Context: an optimization exercise on an open-source flow, tuned for small area. The choices shown serve that exercise and are no tape-out recipe.
In this exercise RTL edits were held to simulation tests only and were not proved equivalent to the original.
Power figures rest on the tool's default switching activity, not on a simulated workload. No driver is modelled on the clock port, so clocking that relies on it looks cheaper here than on a real chip.

## sha1_stream_packer
module sha1_stream_packer
(
  input  logic                 clk,
  input  logic                 reset,
  output logic                 o_tready_in,
  input  logic                 i_tvalid_in,
  input  logic [sha1_stream_pkg::IN_W-1:0]      i_tdata_in,
  input  logic [sha1_stream_pkg::IN_BYTES-1:0]  i_tkeep_in,
  input  logic                 i_tlast_in,
  input  logic                 i_tready_out,
  output logic                 o_tvalid_out,
  output logic [sha1_stream_pkg::OUT_W-1:0]     o_tdata_out,
  output logic [sha1_stream_pkg::OUT_BYTES-1:0] o_tkeep_out,
  output logic                 o_tlast_out
);
==> flow/config.mk <==
export PLATFORM = sky130hd
export DESIGN_NAME = sha1_stream_packer
export DESIGN_NICKNAME = sha1_stream_packer
export VERILOG_FILES = /design/flow/design.v
export SDC_FILE = /design/flow/constraint.sdc
export NUM_CORES = 4
export LEC_CHECK = 0
export CAP_MARGIN = 20
export CORE_MARGIN = 2
export CORE_UTILIZATION = 60
export SLEW_MARGIN = 20
export BUFFER_PORTS_ARGS = -buffer_cell sky130_fd_sc_hd__buf_1
export CTS_ARGS = -sink_clustering_enable -repair_clock_nets -dont_use_dummy_load
==> flow/constraint.sdc <==
create_clock -name core_clock -period 5.0 [get_ports {clk}]
set_input_delay 1.0000 -clock core_clock [delete_from_list [all_inputs] [get_ports {clk}]]
set_output_delay 1.0000 -clock core_clock [all_outputs]
set_load 0.01 [all_outputs]
standard.sh (not shown) runs the stock make flow with config.mk's settings and CLKGATE_MAP_FILE= SYNTH_SCRIPT=/design/flow/synth_recipe.tcl, a recipe that flattens the netlist after the stock synthesis.
==> flow/flow/run.sh <==
#!/bin/bash
# Standard layout, with the port buffers made from the smallest buffer and CTS without dummy loads.
set -euo pipefail
cat >> config.mk <<'EOC'
export BUFFER_PORTS_ARGS = -buffer_cell sky130_fd_sc_hd__buf_1
export CTS_ARGS = -sink_clustering_enable -repair_clock_nets -dont_use_dummy_load
EOC
bash standard.sh > flow_make.log 2>&1
The baseline went through all stages and came out clean.
Change:
==> flow/flow/run.sh (replaced) <==
#!/bin/bash
# Standard layout, with the port buffers made from the smallest buffer and a leaner clock tree.
set -euo pipefail
cat >> config.mk <<'EOC'
export BUFFER_PORTS_ARGS = -buffer_cell sky130_fd_sc_hd__buf_1
export CTS_ARGS = -sink_clustering_enable -repair_clock_nets -dont_use_dummy_load -buf_list {sky130_fd_sc_hd__clkbuf_16} -root_buf sky130_fd_sc_hd__clkbuf_16 -sink_clustering_size 32 -sink_clustering_max_diameter 90
EOC
bash standard.sh > flow_make.log 2>&1
--- a/flow/config.mk
+++ b/flow/config.mk
@@ -13 +13 @@
-export CTS_ARGS = -sink_clustering_enable -repair_clock_nets -dont_use_dummy_load
+export CTS_ARGS = -sink_clustering_enable -repair_clock_nets -dont_use_dummy_load -buf_list {sky130_fd_sc_hd__clkbuf_16} -root_buf sky130_fd_sc_hd__clkbuf_16 -sink_clustering_size 32 -sink_clustering_max_diameter 90
The changed run went through all stages and came out clean. Clock-buffer cell count went down by 58. Hold slack is better by 0.035 ns. Synthesized area does not change.
Change:
==> flow/flow/run.sh (replaced) <==
#!/bin/bash
# Standard layout, with the port buffers made from the smallest buffer and a leaner clock tree.
set -euo pipefail
cat >> config.mk <<'EOC'
export BUFFER_PORTS_ARGS = -buffer_cell sky130_fd_sc_hd__buf_1
export CTS_ARGS = -sink_clustering_enable -repair_clock_nets -dont_use_dummy_load -buf_list {sky130_fd_sc_hd__clkbuf_8 sky130_fd_sc_hd__clkbuf_16} -root_buf sky130_fd_sc_hd__clkbuf_16 -sink_clustering_size 20 -sink_clustering_max_diameter 50
EOC
bash standard.sh > flow_make.log 2>&1
--- a/flow/config.mk
+++ b/flow/config.mk
@@ -13 +13 @@
-export CTS_ARGS = -sink_clustering_enable -repair_clock_nets -dont_use_dummy_load -buf_list {sky130_fd_sc_hd__clkbuf_16} -root_buf sky130_fd_sc_hd__clkbuf_16 -sink_clustering_size 32 -sink_clustering_max_diameter 90
+export CTS_ARGS = -sink_clustering_enable -repair_clock_nets -dont_use_dummy_load -buf_list {sky130_fd_sc_hd__clkbuf_8 sky130_fd_sc_hd__clkbuf_16} -root_buf sky130_fd_sc_hd__clkbuf_16 -sink_clustering_size 20 -sink_clustering_max_diameter 50
=> The new run passed the timing, DRC and antenna checks. Design area rises by 2.6%. Register-to-register slack is about the same. Count of clock-buffer cells in the layout rises by 39. Core utilization rises by 1.8 points. Routed wire length rises by about 1.3%. First-iteration DRC count rises by 8.9%. Combinational power barely changes. Synthesized cell count does not change. Non-clock buffer count stays the same. Flip-flop and latch count stays the same. Hold slack gets worse by 0.040 ns.
Change:
==> flow/run.sh (new file) <==
#!/bin/bash
# synth_recipe.tcl (not shown) runs the flow's synth.tcl, then flattens the netlist and writes it again
# the make line also repeats each setting of config.mk as NAME=value (left out here)
make -C /OpenROAD-flow-scripts/flow DESIGN_CONFIG=/design/flow/config.mk WORK_HOME=/design/flow/orfs CLKGATE_MAP_FILE= SYNTH_SCRIPT=/design/flow/synth_recipe.tcl finish
==> flow/config.mk (replaced) <==
export PLATFORM = sky130hd
export DESIGN_NAME = sha1_stream_packer
export DESIGN_NICKNAME = sha1_stream_packer
export VERILOG_FILES = /design/flow/design.v
export SDC_FILE = /design/flow/constraint.sdc
export NUM_CORES = 4
export LEC_CHECK = 0
export CAP_MARGIN = 20
export CORE_MARGIN = 2
export CORE_UTILIZATION = 40
export SLEW_MARGIN = 20
removed: flow/flow/run.sh
removed: flow/standard.sh
After rerunning: The changed run finished with timing, DRC and antenna clean. Sequential share of layout area goes down by 11 points. Flip-flop and latch count does not change. Non-clock buffer count went up by 10. Synthesized cell count does not change. Worst hold slack is better by 0.041 ns. Via count grows by 0.35%. Critical path depth does not change. Synthesized area stays the same. Final cell count went up by 18%.

## v6
sha1_stream_packer again, from the RTL that the note above started with.
export LEC_CHECK = 0
export CAP_MARGIN = 20
export CORE_MARGIN = 2
export CORE_UTILIZATION = 60
export SLEW_MARGIN = 20
export BUFFER_PORTS_ARGS = -buffer_cell sky130_fd_sc_hd__buf_1
export CTS_ARGS = -sink_clustering_enable -repair_clock_nets -dont_use_dummy_load -buf_list {sky130_fd_sc_hd__clkbuf_16} -root_buf sky130_fd_sc_hd__clkbuf_16 -sink_clustering_size 25 -sink_clustering_max_diameter 70
create_clock -name core_clock -period 5.0 [get_ports {clk}]
==> flow/flow/run.sh <==
#!/bin/bash
# Standard layout, with the port buffers made from the smallest buffer and a leaner clock tree.
set -euo pipefail
cat >> config.mk <<'EOC'
export BUFFER_PORTS_ARGS = -buffer_cell sky130_fd_sc_hd__buf_1
export CTS_ARGS = -sink_clustering_enable -repair_clock_nets -dont_use_dummy_load -buf_list {sky130_fd_sc_hd__clkbuf_16} -root_buf sky130_fd_sc_hd__clkbuf_16 -sink_clustering_size 25 -sink_clustering_max_diameter 70
EOC
bash standard.sh > flow_make.log 2>&1
What v7 does differently from v6 at the input level:
- CTS_ARGS now -sink_clustering_enable -repair_clock_nets -dont_use_dummy_load -buf_list {sky130_fd_sc_hd__clkbuf_4 sky130_fd_sc_hd__clkbuf_8 sky130_fd_sc_hd__clkbuf_16} -root_buf sky130_fd_sc_hd__clkbuf_16, was -sink_clustering_enable -repair_clock_nets -dont_use_dummy_load -buf_list {sky130_fd_sc_hd__clkbuf_16} -root_buf sky130_fd_sc_hd__clkbuf_16 -sink_clustering_size 25 -sink_clustering_max_diameter 70
-- flow/flow/run.sh --
<<< v6, line 6
export CTS_ARGS = -sink_clustering_enable -repair_clock_nets -dont_use_dummy_load -buf_list {sky130_fd_sc_hd__clkbuf_16} -root_buf sky130_fd_sc_hd__clkbuf_16 -sink_clustering_size 25 -sink_clustering_max_diameter 70
>>> v7, line 6
export CTS_ARGS = -sink_clustering_enable -repair_clock_nets -dont_use_dummy_load -buf_list {sky130_fd_sc_hd__clkbuf_4 sky130_fd_sc_hd__clkbuf_8 sky130_fd_sc_hd__clkbuf_16} -root_buf sky130_fd_sc_hd__clkbuf_16
Notes after the runs:
When v7 is measured against v6, its clock transition time at the flip-flop clock pins of the worst setup and hold paths turns out 30 ps lower. v6 → v7: number of inserted filler cells in the final layout fell 129; clock network latency to the later pin of the worst-skew pair has increased; wire length picked up an extra about 1.5%; portion of total power attributed to combinational logic fell by 0.7 points; leakage power figure went up 0.00059 uW. Looking at post-layout net count, v7 sits 48 above v6.

Another version of the RTL of sha1_stream_packer (not shown whole).
Size in the first run: roughly 2600 cells after synthesis, roughly 1000 flip-flops.
==> flow/config.mk <==
export PLATFORM = sky130hd
export DESIGN_NAME = sha1_stream_packer
export DESIGN_NICKNAME = sha1_stream_packer
export VERILOG_FILES = /design/flow/design.v
export SDC_FILE = /design/flow/constraint.sdc
export NUM_CORES = 4
export LEC_CHECK = 0
export CAP_MARGIN = 20
export CORE_MARGIN = 2
export CORE_UTILIZATION = 60
export SLEW_MARGIN = 20
export BUFFER_PORTS_ARGS = -buffer_cell sky130_fd_sc_hd__buf_1
export CTS_ARGS = -sink_clustering_enable -repair_clock_nets -dont_use_dummy_load -buf_list {sky130_fd_sc_hd__clkbuf_16} -root_buf sky130_fd_sc_hd__clkbuf_16 -sink_clustering_size 28 -sink_clustering_max_diameter 80
==> flow/constraint.sdc <==
create_clock -name core_clock -period 5.0 [get_ports {clk}]
set_input_delay 1.0000 -clock core_clock [delete_from_list [all_inputs] [get_ports {clk}]]
set_output_delay 1.0000 -clock core_clock [all_outputs]
set_load 0.01 [all_outputs]
==> flow/flow/run.sh <==
#!/bin/bash
# Standard layout, with the port buffers made from the smallest buffer and a leaner clock tree.
set -euo pipefail
cat >> config.mk <<'EOC'
export BUFFER_PORTS_ARGS = -buffer_cell sky130_fd_sc_hd__buf_1
export CTS_ARGS = -sink_clustering_enable -repair_clock_nets -dont_use_dummy_load -buf_list {sky130_fd_sc_hd__clkbuf_16} -root_buf sky130_fd_sc_hd__clkbuf_16 -sink_clustering_size 28 -sink_clustering_max_diameter 80
EOC
bash standard.sh > flow_make.log 2>&1
==> next run, changes <==
==> flow/flow/run.sh (replaced) <==
#!/bin/bash
# Standard layout, with the port buffers made from the smallest buffer and a leaner clock tree.
set -euo pipefail
cat >> config.mk <<'EOC'
export BUFFER_PORTS_ARGS = -buffer_cell sky130_fd_sc_hd__buf_1
export CTS_ARGS = -sink_clustering_enable -repair_clock_nets -dont_use_dummy_load -buf_list {sky130_fd_sc_hd__clkbuf_16} -root_buf sky130_fd_sc_hd__clkbuf_16 -sink_clustering_size 32 -sink_clustering_max_diameter 90
EOC
bash standard.sh > flow_make.log 2>&1
==> flow/config.mk (replaced) <==
export PLATFORM = sky130hd
export DESIGN_NAME = sha1_stream_packer
export DESIGN_NICKNAME = sha1_stream_packer
export VERILOG_FILES = /design/flow/design.v
export SDC_FILE = /design/flow/constraint.sdc
export NUM_CORES = 4
export LEC_CHECK = 0
export CAP_MARGIN = 20
export CORE_MARGIN = 2
export CORE_UTILIZATION = 75
export SLEW_MARGIN = 20
export BUFFER_PORTS_ARGS = -buffer_cell sky130_fd_sc_hd__buf_1
export CTS_ARGS = -sink_clustering_enable -repair_clock_nets -dont_use_dummy_load -buf_list {sky130_fd_sc_hd__clkbuf_16} -root_buf sky130_fd_sc_hd__clkbuf_16 -sink_clustering_size 32 -sink_clustering_max_diameter 90
Outcome:
- core utilization goes up by 16 points
- wire length climbs slightly
- design area shrinks slightly
- die area came out lower by about a fifth
- hold slack stays flat
- final cell count came out lower by a few percent
- non-clock buffer count went down by 4
==> next run, changes <==
--- a/flow/config.mk
+++ b/flow/config.mk
@@ -9,3 +9,5 @@
 export CORE_MARGIN = 2
-export CORE_UTILIZATION = 75
+export CORE_UTILIZATION = 60
+export GPL_ROUTABILITY_DRIVEN = 0
+export GPL_TIMING_DRIVEN = 0
 export SLEW_MARGIN = 20
Clock-buffer cell count stays the same.
Maximum frequency goes up by roughly a tenth.
Synthesized cell count does not change.
==> next run, changes <==
--- a/flow/config.mk
+++ b/flow/config.mk
@@ -7,8 +7,6 @@
 export LEC_CHECK = 0
-export CAP_MARGIN = 20
+export CAP_MARGIN = 0
 export CORE_MARGIN = 2
 export CORE_UTILIZATION = 60
-export GPL_ROUTABILITY_DRIVEN = 0
-export GPL_TIMING_DRIVEN = 0
-export SLEW_MARGIN = 20
+export SLEW_MARGIN = 0
 export BUFFER_PORTS_ARGS = -buffer_cell sky130_fd_sc_hd__buf_1
Result: The changed run ran to the end with no violations; setup slack gets worse by 360 ps; flip-flop and latch count is unchanged; routed wire length goes down by roughly a tenth; clock-buffer cell count does not change; power is lower slightly; sequential share of layout area came out higher by 0.61 points; first-iteration DRC count increases by a few percent.

separate check: timing with driven ports:
No port has a modelled driver above. Below, the same layouts with a new extraction and two added sets of constraints.
Step 1, drivers: a clkbuf_16 drives clk and a buf_2 each remaining input, both assumed.
Step 2 adds t to the input delays and takes it off the output delays; t is the mean of the earliest and latest rising clock arrival at the registers after step 1. Input paths then give back, and output paths get back, about the clock's delay inside the block.
Three values: ideal, step 1, step 2; two values: the first two.
| run | t, ns | setup WS [ns] | slew at the worst register clock pin (ns) | worst data-port slew with drivers (ns) |
|---|---|---|---|---|
| the first run of note 1 | 0.671 | 1.394 / 1.330 / 1.557 | 0.06 / 0.06 | 0.11 |
| the second run of note 1 | 0.649 | 1.414 / 1.355 / 1.577 | 0.12 / 0.12 | 0.11 |
| the third run of note 1 | 0.651 | 1.435 / 1.375 / 1.555 | 0.08 / 0.08 | 0.09 |
| the fourth run of note 1 | 0.689 | 1.026 / 0.965 / 1.036 | 0.07 / 0.07 | 0.13 |
| v6 | 0.660 | 1.406 / 1.345 / 1.572 | 0.10 / 0.10 | 0.10 |
| v7 | 0.671 | 1.394 / 1.330 / 1.557 | 0.06 / 0.06 | 0.11 |
| the first run of note 3 | 0.659 | 1.272 / 1.209 / 1.567 | 0.11 / 0.11 | 0.14 |
| the second run of note 3 | 0.661 | 1.249 / 1.186 / 1.343 | 0.12 / 0.12 | 0.12 |
| the third run of note 3 | 0.667 | 1.568 / 1.505 / 1.286 | 0.12 / 0.12 | 0.09 |
| the fourth run of note 3 | 0.653 | 1.207 / 1.142 / 1.572 | 0.12 / 0.12 | 0.14 |
After both steps every run listed still meets setup and hold. For the third run of note 3, which loses most, drivers alone change the setup slack by -0.063 ns; drivers and shift together by -0.282 ns.
